This design comes from an exercise in tuning for small area and a short achievable clock period on the open sky130 flow, not from production work. Only simulation tests tie the RTL to the original design; equivalence was not proved. Power and IR drop assume default switching activity. The flow treats the clock pin as an ideal source, which a real chip does not have.

==> flow/design.v (excerpt) <==
module byte_ring_fifo_packet_admit_top (
  input  logic                         clk_i,
  input  logic                         rst_ni,
  input  logic                         start,
  output logic                         busy,
  input  logic [21:0]                  cmd_i,
  output logic                         result_valid_o,
  output logic [32:0]                  result_o,
  input  logic                         psel,
  input  logic                         penable,
  input  logic                         pwrite,
  input  logic [brfpa_pkg::ADDR_W-1:0] paddr,
  input  logic [31:0]                  pwdata,
  output logic [31:0]                  prdata,
  output logic                         pready
);
For scale: ~0.075 sq mm of cells after synthesis.
Settings: LEC_CHECK=0, CAP_MARGIN=20, CORE_MARGIN=2, CORE_UTILIZATION=55, SETUP_SLACK_MARGIN=2.8, SLEW_MARGIN=20, SYNTH_HIERARCHICAL=1, SYNTH_MINIMUM_KEEP_SIZE=0; clock period 5.5 ns.
standard.sh (not shown) runs the stock make flow with config.mk's settings and CLKGATE_MAP_FILE= SYNTH_SCRIPT=/design/flow/synth_recipe.tcl, a recipe that flattens the netlist after the stock synthesis.
==> flow/flow/run.sh <==
#!/bin/bash
set -euo pipefail
export BUFFER_PORTS_ARGS="-buffer_cell sky130_fd_sc_hd__buf_2"
export CTS_ARGS="-sink_clustering_enable -repair_clock_nets -dont_use_dummy_load -sink_clustering_size 26 -sink_clustering_max_diameter 100"
bash standard.sh finish > standard.log 2>&1
==> next run, changes <==
--- a/flow/design.v
+++ b/flow/design.v
@@ -128,26 +128,18 @@
 );
   assign y_o = a_i - W'(1);
 endmodule
 module brfpa_dec2 #(parameter int W = 9) (
   input  logic [W-1:0] a_i,
   output logic [W-1:0] y_o
 );
   assign y_o = a_i - W'(2);
 endmodule
-module brfpa_a21oi (
-  input  logic a1_i,
-  input  logic a2_i,
-  input  logic b1_i,
-  output logic y_no
-);
-  assign y_no = ~((a1_i & a2_i) | b1_i);
-endmodule
 import brfpa_pkg::*;
 module byte_ring_fifo_packet_admit_top (
   input  logic                         clk_i,
   input  logic                         rst_ni,
   input  logic                         start,
   output logic                         busy,
   input  logic [21:0]                  cmd_i,
   output logic                         result_valid_o,
   output logic [32:0]                  result_o,
@@ -166,19 +158,18 @@
   logic [10:0] len;
   assign kind  = cmd_i[21:20];
   assign data  = cmd_i[19:12];
   assign first = cmd_i[11];
   assign len   = cmd_i[10:0];
   logic [3:0]  cap_log2_q;
   logic [8:0]  cap_q;             
   logic [8:0]  count_q;           
   logic        empty_q;           
-  logic        wroom_q;           
   logic [8:0]  free_q;            
   logic [10:0] rp_q;              
   logic        adm_q, drp_q;      
   logic        open_q;            
   logic        valid_q;
   logic [1:0]  status_q;
   logic [7:0]  rd_q;              
   logic        we_q, we_nq;       
   logic [7:0]  wd_q;              
@@ -197,19 +188,19 @@
   logic push, pop, pk_first, pk_next;
   logic [1:0] status_d;
   assign is_wr    = start & (kind == 2'd0);
   assign is_rd    = start & (kind == 2'd1);
   assign is_fl    = start & (kind == 2'd2);
   assign is_pk    = start & (kind == 2'd3);
   assign pk_first = is_pk & first;
   assign pk_next  = is_pk & ~first;
   assign empty    = empty_q;
-  assign wroom    = wroom_q;
+  assign wroom    = adm_q ? (rp_q[8:0] <= free_q) : (free_q != 9'd0);
   assign fits     = (len[10:9] == 2'b00) & (len[8:0] <= free_q);
   assign len_zero = (len == 11'd0);
   assign len_one  = (len == 11'd1);
   assign rem_one  = (rp_q == 11'd2);
   assign push = (is_wr & wroom)
               | (pk_first & ~open_q & ~len_zero & fits)
               | (pk_next & adm_q);
   assign pop  = is_rd & ~empty;
   always_comb begin
@@ -244,58 +235,34 @@
     if (pk_next & rem_one) begin
       adm_d = 1'b0;
       drp_d = 1'b0;
     end
     if (clear) begin
       adm_d = 1'b0;
       drp_d = 1'b0;
     end
   end
-  logic rp_le_free_p1, rp_lt_free, rp_le_cap, free_ne0, free_ne1, len_lt_free;
-  logic wroom_d;
-  assign rp_le_free_p1 = (rp_q[8:0] <= free_p1);
-  assign rp_lt_free    = (rp_q[8:0] <  free_q);
-  assign rp_le_cap     = (rp_q[8:0] <= cap_q);
-  assign free_ne0      = (free_q != 9'd0);
-  assign free_ne1      = (free_q != 9'd1);
-  assign len_lt_free   = (len[8:0]  <  free_q);
-  always_comb begin
-    if (clear)               wroom_d = 1'b1;
-    else if (!adm_d) begin
-      if (is_fl)             wroom_d = 1'b1;
-      else if (push)         wroom_d = free_ne1;
-      else if (pop)          wroom_d = 1'b1;
-      else                   wroom_d = free_ne0;
-    end
-    else if (!adm_q)         wroom_d = len_lt_free;
-    else if (is_fl)          wroom_d = rp_le_cap;
-    else if (is_wr & wroom)  wroom_d = rp_lt_free;
-    else if (pop)            wroom_d = rp_le_free_p1;
-    else                     wroom_d = wroom_q;
-  end
   always_ff @(posedge clk_i or negedge rst_ni) begin
     if (!rst_ni) begin
       cap_log2_q <= 4'd10;
       cap_q      <= 9'd256;
       count_q    <= 9'd0;
       empty_q    <= 1'b1;
-      wroom_q    <= 1'b1;
       free_q     <= 9'd256;
       adm_q      <= 1'b0;
       drp_q      <= 1'b0;
       open_q     <= 1'b0;
       valid_q    <= 1'b0;
     end else begin
       valid_q <= start;
       adm_q   <= adm_d;
       drp_q   <= drp_d;
       open_q  <= adm_d | drp_d;
-      wroom_q <= wroom_d;
       if (clear | is_fl)  empty_q <= 1'b1;
       else if (push)      empty_q <= 1'b0;
       else if (pop)       empty_q <= (count_q == 9'd1);
       if (clear) begin
         cap_log2_q <= pwdata[3:0];
         cap_q      <= ring_size(pwdata[3:0]);
         count_q    <= 9'd0;
         free_q     <= ring_size(pwdata[3:0]);
       end else if (is_fl) begin
@@ -334,23 +301,20 @@
   for (genvar i = 0; i < DEPTH; i++) begin : g_sel
     brfpa_nor #(.W(2)) u_sel (.a_i({hi_nq[i/16], lo_nq[i%16]}), .y_o(sel[i]));
   end
   for (genvar b = 0; b < 8; b++) begin : g_rd
     logic [255:0] col;
     for (genvar i = 0; i < DEPTH; i++) begin : g_col
       assign col[i] = mem_q[i][b];
     end
     logic [2:0] k;
-    logic       y_n, bw_n;
     brfpa_rdcol u_col (.d_i(col), .s_i(sel), .k_o(k));
-    brfpa_nor #(.W(3)) u_y (.a_i(k), .y_o(y_n));
-    assign bw_n = ~(rbyp_q & wd_q[b]);
-    brfpa_a21oi u_rd (.a1_i(y_n), .a2_i(bw_n), .b1_i(~pop), .y_no(rd_d[b]));
+    assign rd_d[b] = pop & (|k | (rbyp_q & wd_q[b]));
   end
   logic [7:0] mem_d [DEPTH];
   for (genvar i = 0; i < DEPTH; i++) begin : g_ent
     logic [7:0] sh_in;
     if (i == 0) begin : g_first
       assign sh_in = wd_q;
     end else begin : g_next
       assign sh_in = mem_q[i-1];
     end
Result:
- wire length goes up by 1.8%
- cell count goes down by 0.58%
- design area hardly moves
- die area went down by 0.51%
- synthesized cell count drops by 0.72%
- non-clock buffer count rose by 12
- clock-buffer cell count stays the same
- sequential power barely changes
- hold slack improves by 0.022 ns
- first-iteration DRC count climbs by 5.5%
- register-to-register slack improved by 0.03 ns
- setup slack gains 0.035 ns
- sequential share of layout area is about the same
- via count rose by 1.2%


== old ==
The RTL this note starts from:
==> flow/design.v <==
package brfpa_pkg;
  localparam int DATA_W = 8;
  localparam int LEN_W  = 11;
  localparam int FILL_W = 11;
  localparam int CL_W   = 4;
  localparam int ADDR_W = 3;
  localparam logic [CL_W-1:0] CAP_LOG2_RESET = 4'd10;
  localparam logic            REG_CAP_LOG2   = 1'b0;
  typedef enum logic [1:0] {
    KIND_WRITE  = 2'd0,
    KIND_READ   = 2'd1,
    KIND_FLUSH  = 2'd2,
    KIND_PACKET = 2'd3
  } kind_e;
  typedef enum logic [1:0] {
    ST_OK    = 2'd0,
    ST_FULL  = 2'd1,
    ST_EMPTY = 2'd2,
    ST_SEQ   = 2'd3
  } status_e;
  typedef struct packed {
    logic [1:0]       kind;
    logic [DATA_W-1:0] data_byte;
    logic             packet_first;
    logic [LEN_W-1:0] packet_length;
  } cmd_t;
  typedef struct packed {
    logic [1:0]        status;
    logic [DATA_W-1:0] read_data;
    logic [FILL_W-1:0] fill_level;
    logic [FILL_W-1:0] capacity;
    logic              packet_open;
  } result_t;
  typedef struct packed {
    logic push;
    logic pop;
    logic flush;
    logic load_rem;
    logic dec_rem;
    logic reserve;
  } dp_ctl_t;
  typedef struct packed {
    logic empty;
    logic write_room;
    logic pkt_fits;
    logic rem_is_one;
    logic len_is_zero;
    logic len_is_one;
  } dp_stat_t;
endpackage
module brfpa_hold (
  input  logic sh_i,
  input  logic q_i,
  input  logic en_i,
  input  logic en_ni,
  output logic d_o
);
  assign d_o = (sh_i & en_i) | (q_i & en_ni);
endmodule
module brfpa_aoi222 (
  input  logic [2:0] a_i,
  input  logic [2:0] s_i,
  output logic       y_no
);
  assign y_no = ~|(a_i & s_i);
endmodule
module brfpa_aoi22 (
  input  logic [1:0] a_i,
  input  logic [1:0] s_i,
  output logic       y_no
);
  assign y_no = ~|(a_i & s_i);
endmodule
module brfpa_nand #(parameter int W = 2) (
  input  logic [W-1:0] a_i,
  output logic         y_o
);
  assign y_o = ~&a_i;
endmodule
module brfpa_nor #(parameter int W = 2) (
  input  logic [W-1:0] a_i,
  output logic         y_o
);
  assign y_o = ~|a_i;
endmodule
module brfpa_dec16n (
  input  logic [3:0]  a_i,
  output logic [15:0] y_no
);
  for (genvar k = 0; k < 16; k++) begin : g_k
    assign y_no[k] = (a_i != 4'(k));
  end
endmodule
module brfpa_rdcol (
  input  logic [255:0] d_i,
  input  logic [255:0] s_i,
  output logic [2:0]   k_o
);
  logic [85:0] t_n;    
  logic [21:0] g;      
  logic [10:0] h_n;    
  for (genvar j = 0; j < 84; j++) begin : g_t3
    brfpa_aoi222 u_t (.a_i(d_i[3*j +: 3]), .s_i(s_i[3*j +: 3]), .y_no(t_n[j]));
  end
  for (genvar j = 0; j < 2; j++) begin : g_t2
    brfpa_aoi22 u_t (.a_i(d_i[252+2*j +: 2]), .s_i(s_i[252+2*j +: 2]), .y_no(t_n[84+j]));
  end
  for (genvar j = 0; j < 21; j++) begin : g_l2
    brfpa_nand #(.W(4)) u_g (.a_i(t_n[4*j +: 4]), .y_o(g[j]));
  end
  brfpa_nand #(.W(2)) u_g21 (.a_i(t_n[85:84]), .y_o(g[21]));
  for (genvar j = 0; j < 11; j++) begin : g_l3
    brfpa_nor #(.W(2)) u_h (.a_i(g[2*j +: 2]), .y_o(h_n[j]));
  end
  brfpa_nand #(.W(4)) u_k0 (.a_i(h_n[3:0]),  .y_o(k_o[0]));
  brfpa_nand #(.W(4)) u_k1 (.a_i(h_n[7:4]),  .y_o(k_o[1]));
  brfpa_nand #(.W(3)) u_k2 (.a_i(h_n[10:8]), .y_o(k_o[2]));
endmodule
module brfpa_inc #(parameter int W = 9) (
  input  logic [W-1:0] a_i,
  output logic [W-1:0] y_o
);
  assign y_o = a_i + W'(1);
endmodule
module brfpa_dec #(parameter int W = 9) (
  input  logic [W-1:0] a_i,
  output logic [W-1:0] y_o
);
  assign y_o = a_i - W'(1);
endmodule
module brfpa_dec2 #(parameter int W = 9) (
  input  logic [W-1:0] a_i,
  output logic [W-1:0] y_o
);
  assign y_o = a_i - W'(2);
endmodule
import brfpa_pkg::*;
module byte_ring_fifo_packet_admit_top (
  input  logic                         clk_i,
  input  logic                         rst_ni,
  input  logic                         start,
  output logic                         busy,
  input  logic [21:0]                  cmd_i,
  output logic                         result_valid_o,
  output logic [32:0]                  result_o,
  input  logic                         psel,
  input  logic                         penable,
  input  logic                         pwrite,
  input  logic [brfpa_pkg::ADDR_W-1:0] paddr,
  input  logic [31:0]                  pwdata,
  output logic [31:0]                  prdata,
  output logic                         pready
);
  localparam int DEPTH = 256;
  logic [1:0]  kind;
  logic [7:0]  data;
  logic        first;
  logic [10:0] len;
  assign kind  = cmd_i[21:20];
  assign data  = cmd_i[19:12];
  assign first = cmd_i[11];
  assign len   = cmd_i[10:0];
  logic [3:0]  cap_log2_q;
  logic [8:0]  cap_q;             
  logic [8:0]  count_q;           
  logic        empty_q;           
  logic [8:0]  free_q;            
  logic [10:0] rp_q;              
  logic        adm_q, drp_q;      
  logic        open_q;            
  logic        valid_q;
  logic [1:0]  status_q;
  logic [7:0]  rd_q;              
  logic        we_q, we_nq;       
  logic [7:0]  wd_q;              
  logic        rbyp_q;            
  logic [15:0] hi_nq, lo_nq;      
  logic [7:0]  mem_q [DEPTH];
  logic clear;
  assign clear  = psel & penable & pwrite & ~paddr[2];
  assign pready = 1'b1;
  assign prdata = paddr[2] ? 32'd0 : {28'd0, cap_log2_q};
  function automatic logic [8:0] ring_size(input logic [3:0] cl);
    ring_size = cl[3] ? 9'd256 : (9'd1 << cl[2:0]);
  endfunction
  logic is_wr, is_rd, is_fl, is_pk;
  logic empty, wroom, fits, len_zero, len_one, rem_one;
  logic push, pop, pk_first, pk_next;
  logic [1:0] status_d;
  assign is_wr    = start & (kind == 2'd0);
  assign is_rd    = start & (kind == 2'd1);
  assign is_fl    = start & (kind == 2'd2);
  assign is_pk    = start & (kind == 2'd3);
  assign pk_first = is_pk & first;
  assign pk_next  = is_pk & ~first;
  assign empty    = empty_q;
  assign wroom    = adm_q ? (rp_q[8:0] <= free_q) : (free_q != 9'd0);
  assign fits     = (len[10:9] == 2'b00) & (len[8:0] <= free_q);
  assign len_zero = (len == 11'd0);
  assign len_one  = (len == 11'd1);
  assign rem_one  = (rp_q == 11'd2);
  assign push = (is_wr & wroom)
              | (pk_first & ~open_q & ~len_zero & fits)
              | (pk_next & adm_q);
  assign pop  = is_rd & ~empty;
  always_comb begin
    status_d = ST_OK;
    if (is_wr & ~wroom) status_d = ST_FULL;
    if (is_rd & empty)  status_d = ST_EMPTY;
    if (pk_first) begin
      if (open_q)                     status_d = ST_SEQ;
      else if (len_zero | ~fits)      status_d = ST_FULL;
    end
    if (pk_next) begin
      if (drp_q)                      status_d = ST_FULL;
      else if (~adm_q)                status_d = ST_SEQ;
    end
  end
  logic [8:0]  count_p1, count_m1, count_m2, free_p1, free_m1;
  logic [10:0] rp_m1;
  brfpa_inc  #(.W(9))  u_count_p1 (.a_i(count_q), .y_o(count_p1));
  brfpa_dec  #(.W(9))  u_count_m1 (.a_i(count_q), .y_o(count_m1));
  brfpa_dec2 #(.W(9))  u_count_m2 (.a_i(count_q), .y_o(count_m2));
  brfpa_inc  #(.W(9))  u_free_p1  (.a_i(free_q),  .y_o(free_p1));
  brfpa_dec  #(.W(9))  u_free_m1  (.a_i(free_q),  .y_o(free_m1));
  brfpa_dec  #(.W(11)) u_rp_m1    (.a_i(rp_q),    .y_o(rp_m1));
  logic adm_d, drp_d;
  always_comb begin
    adm_d = adm_q;
    drp_d = drp_q;
    if (pk_first & ~open_q & ~len_zero & ~len_one) begin
      adm_d = fits;
      drp_d = ~fits;
    end
    if (pk_next & rem_one) begin
      adm_d = 1'b0;
      drp_d = 1'b0;
    end
    if (clear) begin
      adm_d = 1'b0;
      drp_d = 1'b0;
    end
  end
  always_ff @(posedge clk_i or negedge rst_ni) begin
    if (!rst_ni) begin
      cap_log2_q <= 4'd10;
      cap_q      <= 9'd256;
      count_q    <= 9'd0;
      empty_q    <= 1'b1;
      free_q     <= 9'd256;
      adm_q      <= 1'b0;
      drp_q      <= 1'b0;
      open_q     <= 1'b0;
      valid_q    <= 1'b0;
    end else begin
      valid_q <= start;
      adm_q   <= adm_d;
      drp_q   <= drp_d;
      open_q  <= adm_d | drp_d;
      if (clear | is_fl)  empty_q <= 1'b1;
      else if (push)      empty_q <= 1'b0;
      else if (pop)       empty_q <= (count_q == 9'd1);
      if (clear) begin
        cap_log2_q <= pwdata[3:0];
        cap_q      <= ring_size(pwdata[3:0]);
        count_q    <= 9'd0;
        free_q     <= ring_size(pwdata[3:0]);
      end else if (is_fl) begin
        count_q    <= 9'd0;
        free_q     <= cap_q;
      end else if (push) begin
        count_q    <= count_p1;
        free_q     <= free_m1;
      end else if (pop) begin
        count_q    <= count_m1;
        free_q     <= free_p1;
      end
    end
  end
  logic [7:0] rd_d;
  always_ff @(posedge clk_i) begin
    if (!open_q)      rp_q <= len;
    else if (pk_next) rp_q <= rp_m1;
    status_q <= status_d;
    we_q     <= push;
    we_nq    <= ~push;
    wd_q     <= data;
    rbyp_q   <= ridx_d[8];
    hi_nq    <= hi_n;
    lo_nq    <= lo_n;
    rd_q     <= rd_d;
  end
  logic [8:0]   ridx_d;
  logic [15:0]  hi_n, lo_n;
  logic [255:0] sel;
  assign ridx_d = pop ? count_m2 : count_m1;
  logic [15:0]  hi_dn;
  brfpa_dec16n u_dec_hi (.a_i(ridx_d[7:4]), .y_no(hi_dn));
  brfpa_dec16n u_dec_lo (.a_i(ridx_d[3:0]), .y_no(lo_n));
  assign hi_n = hi_dn | {16{ridx_d[8]}};
  for (genvar i = 0; i < DEPTH; i++) begin : g_sel
    brfpa_nor #(.W(2)) u_sel (.a_i({hi_nq[i/16], lo_nq[i%16]}), .y_o(sel[i]));
  end
  for (genvar b = 0; b < 8; b++) begin : g_rd
    logic [255:0] col;
    for (genvar i = 0; i < DEPTH; i++) begin : g_col
      assign col[i] = mem_q[i][b];
    end
    logic [2:0] k;
    brfpa_rdcol u_col (.d_i(col), .s_i(sel), .k_o(k));
    assign rd_d[b] = pop & (|k | (rbyp_q & wd_q[b]));
  end
  logic [7:0] mem_d [DEPTH];
  for (genvar i = 0; i < DEPTH; i++) begin : g_ent
    logic [7:0] sh_in;
    if (i == 0) begin : g_first
      assign sh_in = wd_q;
    end else begin : g_next
      assign sh_in = mem_q[i-1];
    end
    for (genvar b = 0; b < 8; b++) begin : g_bit
      brfpa_hold u_h (.sh_i(sh_in[b]), .q_i(mem_q[i][b]), .en_i(we_q), .en_ni(we_nq),
                      .d_o(mem_d[i][b]));
    end
  end
  always_ff @(posedge clk_i) begin
    for (int i = 0; i < DEPTH; i++) mem_q[i] <= mem_d[i];
  end
  assign busy           = 1'b0;
  assign result_valid_o = valid_q;
  assign result_o       = {status_q, rd_q, 2'b00, count_q, 2'b00, cap_q, open_q};
endmodule
==> flow/config.mk <==
export PLATFORM = sky130hd
export DESIGN_NAME = byte_ring_fifo_packet_admit_top
export DESIGN_NICKNAME = byte_ring_fifo_packet_admit_top
export VERILOG_FILES = /design/flow/design.v
export SDC_FILE = /design/flow/constraint.sdc
export NUM_CORES = 4
export LEC_CHECK = 0
export CAP_MARGIN = 20
export CORE_MARGIN = 2
export CORE_UTILIZATION = 45
export SETUP_SLACK_MARGIN = 2.8
export SLEW_MARGIN = 20
export SYNTH_HIERARCHICAL = 1
export SYNTH_MINIMUM_KEEP_SIZE = 0
==> flow/constraint.sdc <==
create_clock -name core_clock -period 5.5 [get_ports {clk_i}]
set_input_delay 1.1000 -clock core_clock [delete_from_list [all_inputs] [get_ports {clk_i}]]
set_output_delay 1.1000 -clock core_clock [all_outputs]
set_load 0.01 [all_outputs]
==> flow/flow/run.sh <==
#!/bin/bash
set -euo pipefail
export BUFFER_PORTS_ARGS="-buffer_cell sky130_fd_sc_hd__buf_2"
export CTS_ARGS="-sink_clustering_enable -repair_clock_nets -dont_use_dummy_load -sink_clustering_size 30 -sink_clustering_max_diameter 120"
bash standard.sh finish > standard.log 2>&1
--- input diff old..new ---
-- flow/design.v --
<<< old, line 95
  input  logic [255:0] d_i,
  input  logic [255:0] s_i,
  output logic [2:0]   k_o
);
  logic [85:0] t_n;    
  logic [21:0] g;      
  logic [10:0] h_n;    
  for (genvar j = 0; j < 84; j++) begin : g_t3
    brfpa_aoi222 u_t (.a_i(d_i[3*j +: 3]), .s_i(s_i[3*j +: 3]), .y_no(t_n[j]));
>>> new, line 95
  input  logic [255:0] d_i,
  input  logic [255:0] s_i,
  output logic         y_no
);
  logic [85:0] t_n;    
  logic [21:0] g;      
  logic [10:0] h_n;    
  logic [2:0]  k;      
  for (genvar j = 0; j < 84; j++) begin : g_t3
    brfpa_aoi222 u_t (.a_i(d_i[3*j +: 3]), .s_i(s_i[3*j +: 3]), .y_no(t_n[j]));
<<< old, line 113
    brfpa_nor #(.W(2)) u_h (.a_i(g[2*j +: 2]), .y_o(h_n[j]));
  end
  brfpa_nand #(.W(4)) u_k0 (.a_i(h_n[3:0]),  .y_o(k_o[0]));
  brfpa_nand #(.W(4)) u_k1 (.a_i(h_n[7:4]),  .y_o(k_o[1]));
  brfpa_nand #(.W(3)) u_k2 (.a_i(h_n[10:8]), .y_o(k_o[2]));
endmodule
module brfpa_inc #(parameter int W = 9) (
>>> new, line 114
    brfpa_nor #(.W(2)) u_h (.a_i(g[2*j +: 2]), .y_o(h_n[j]));
  end
  brfpa_nand #(.W(4)) u_k0 (.a_i(h_n[3:0]),  .y_o(k[0]));
  brfpa_nand #(.W(4)) u_k1 (.a_i(h_n[7:4]),  .y_o(k[1]));
  brfpa_nand #(.W(3)) u_k2 (.a_i(h_n[10:8]), .y_o(k[2]));
  brfpa_nor  #(.W(3)) u_y  (.a_i(k), .y_o(y_no));
endmodule
module brfpa_inc #(parameter int W = 9) (
<<< old, line 164
  logic [8:0]  cap_q;             
  logic [8:0]  count_q;           
  logic        empty_q;           
  logic [8:0]  free_q;            
  logic [10:0] rp_q;              
>>> new, line 166
  logic [8:0]  cap_q;             
  logic [8:0]  count_q;           
  logic [8:0]  free_q;            
  logic [10:0] rp_q;              
<<< old, line 194
  assign pk_first = is_pk & first;
  assign pk_next  = is_pk & ~first;
  assign empty    = empty_q;
  assign wroom    = adm_q ? (rp_q[8:0] <= free_q) : (free_q != 9'd0);
  assign fits     = (len[10:9] == 2'b00) & (len[8:0] <= free_q);
>>> new, line 195
  assign pk_first = is_pk & first;
  assign pk_next  = is_pk & ~first;
  assign empty    = (count_q == 9'd0);
  assign wroom    = adm_q ? (rp_q[8:0] <= free_q) : (free_q != 9'd0);
  assign fits     = (len[10:9] == 2'b00) & (len[8:0] <= free_q);
<<< old, line 247
      cap_q      <= 9'd256;
      count_q    <= 9'd0;
      empty_q    <= 1'b1;
      free_q     <= 9'd256;
      adm_q      <= 1'b0;
>>> new, line 248
      cap_q      <= 9'd256;
      count_q    <= 9'd0;
      free_q     <= 9'd256;
      adm_q      <= 1'b0;
<<< old, line 258
      drp_q   <= drp_d;
      open_q  <= adm_d | drp_d;
      if (clear | is_fl)  empty_q <= 1'b1;
      else if (push)      empty_q <= 1'b0;
      else if (pop)       empty_q <= (count_q == 9'd1);
      if (clear) begin
        cap_log2_q <= pwdata[3:0];
>>> new, line 258
      drp_q   <= drp_d;
      open_q  <= adm_d | drp_d;
      if (clear) begin
        cap_log2_q <= pwdata[3:0];
<<< old, line 278
    end
  end
  logic [7:0] rd_d;
  always_ff @(posedge clk_i) begin
    if (!open_q)      rp_q <= len;
>>> new, line 275
    end
  end
  logic [7:0] rd_mux_n;
  always_ff @(posedge clk_i) begin
    if (!open_q)      rp_q <= len;
<<< old, line 289
    hi_nq    <= hi_n;
    lo_nq    <= lo_n;
    rd_q     <= rd_d;
  end
  logic [8:0]   ridx_d;
>>> new, line 286
    hi_nq    <= hi_n;
    lo_nq    <= lo_n;
    rd_q     <= pop ? (rbyp_q ? wd_q : ~rd_mux_n) : 8'd0;
  end
  logic [8:0]   ridx_d;
<<< old, line 295
  logic [255:0] sel;
  assign ridx_d = pop ? count_m2 : count_m1;
  logic [15:0]  hi_dn;
  brfpa_dec16n u_dec_hi (.a_i(ridx_d[7:4]), .y_no(hi_dn));
  brfpa_dec16n u_dec_lo (.a_i(ridx_d[3:0]), .y_no(lo_n));
  assign hi_n = hi_dn | {16{ridx_d[8]}};
  for (genvar i = 0; i < DEPTH; i++) begin : g_sel
    brfpa_nor #(.W(2)) u_sel (.a_i({hi_nq[i/16], lo_nq[i%16]}), .y_o(sel[i]));
>>> new, line 292
  logic [255:0] sel;
  assign ridx_d = pop ? count_m2 : count_m1;
  brfpa_dec16n u_dec_hi (.a_i(ridx_d[7:4]), .y_no(hi_n));
  brfpa_dec16n u_dec_lo (.a_i(ridx_d[3:0]), .y_no(lo_n));
  for (genvar i = 0; i < DEPTH; i++) begin : g_sel
    brfpa_nor #(.W(2)) u_sel (.a_i({hi_nq[i/16], lo_nq[i%16]}), .y_o(sel[i]));
<<< old, line 307
      assign col[i] = mem_q[i][b];
    end
    logic [2:0] k;
    brfpa_rdcol u_col (.d_i(col), .s_i(sel), .k_o(k));
    assign rd_d[b] = pop & (|k | (rbyp_q & wd_q[b]));
  end
  logic [7:0] mem_d [DEPTH];
>>> new, line 302
      assign col[i] = mem_q[i][b];
    end
    brfpa_rdcol u_col (.d_i(col), .s_i(sel), .y_no(rd_mux_n[b]));
  end
  logic [7:0] mem_d [DEPTH];
Results
- Power spent charging and discharging nets grows by a little under 10% when moving from old to new.
- new vs. old: share of the clock period used by the worst path shows an increase of 0.35 points; hold slack ~0 delta.
- ~same combined flip-flop and latch cell area in new and old
- Layout overhead on the synthesized area: new vs old up 0.24 points
- According to the power report, total power for new is higher than for old.
- old has lower time the final worst path needs with I/O delays and setup than new.

afterwards: timing with drivers on the ports:
The results above use ideal ports. As a check the final layouts listed here were re-extracted and re-timed, cells and wires unchanged.
Step 1 (the two cells are an assumption about what drives the block):
set clk [get_ports {clk_i}]
set_driving_cell -lib_cell sky130_fd_sc_hd__clkbuf_16 $clk
set_driving_cell -lib_cell sky130_fd_sc_hd__buf_2 [delete_from_list [all_inputs] $clk]
Step 2 adds t to the input delays and takes it off the output delays; t is the mean of the earliest and latest rising clock arrival at the registers after step 1. Input paths then give back, and output paths get back, about the clock's delay inside the block.
a / b / c = ideal / step 1 / step 2; a / b = the first two.
run | t (ns) | setup slack, ns | latest minus earliest clock arrival (ns) | worst register clock-pin slew, ns | cell pins on the clock port's net
the first run of note 1 | 0.792 | 2.687 / 2.687 / 2.228 | 0.055 / 0.055 | 0.10 / 0.10 | 1
the second run of note 1 | 0.794 | 2.722 / 2.722 / 2.193 | 0.046 / 0.046 | 0.10 / 0.10 | 1
old | 0.810 | 2.699 / 2.699 / 2.247 | 0.052 / 0.052 | 0.12 / 0.12 | 1
new | 0.787 | 2.680 / 2.680 / 2.244 | 0.089 / 0.089 | 0.12 / 0.12 | 1
After both steps every run listed still meets setup and hold. For the second run of note 1, which loses most, drivers alone change the setup slack by 0.000 ns; drivers and shift together by -0.529 ns.
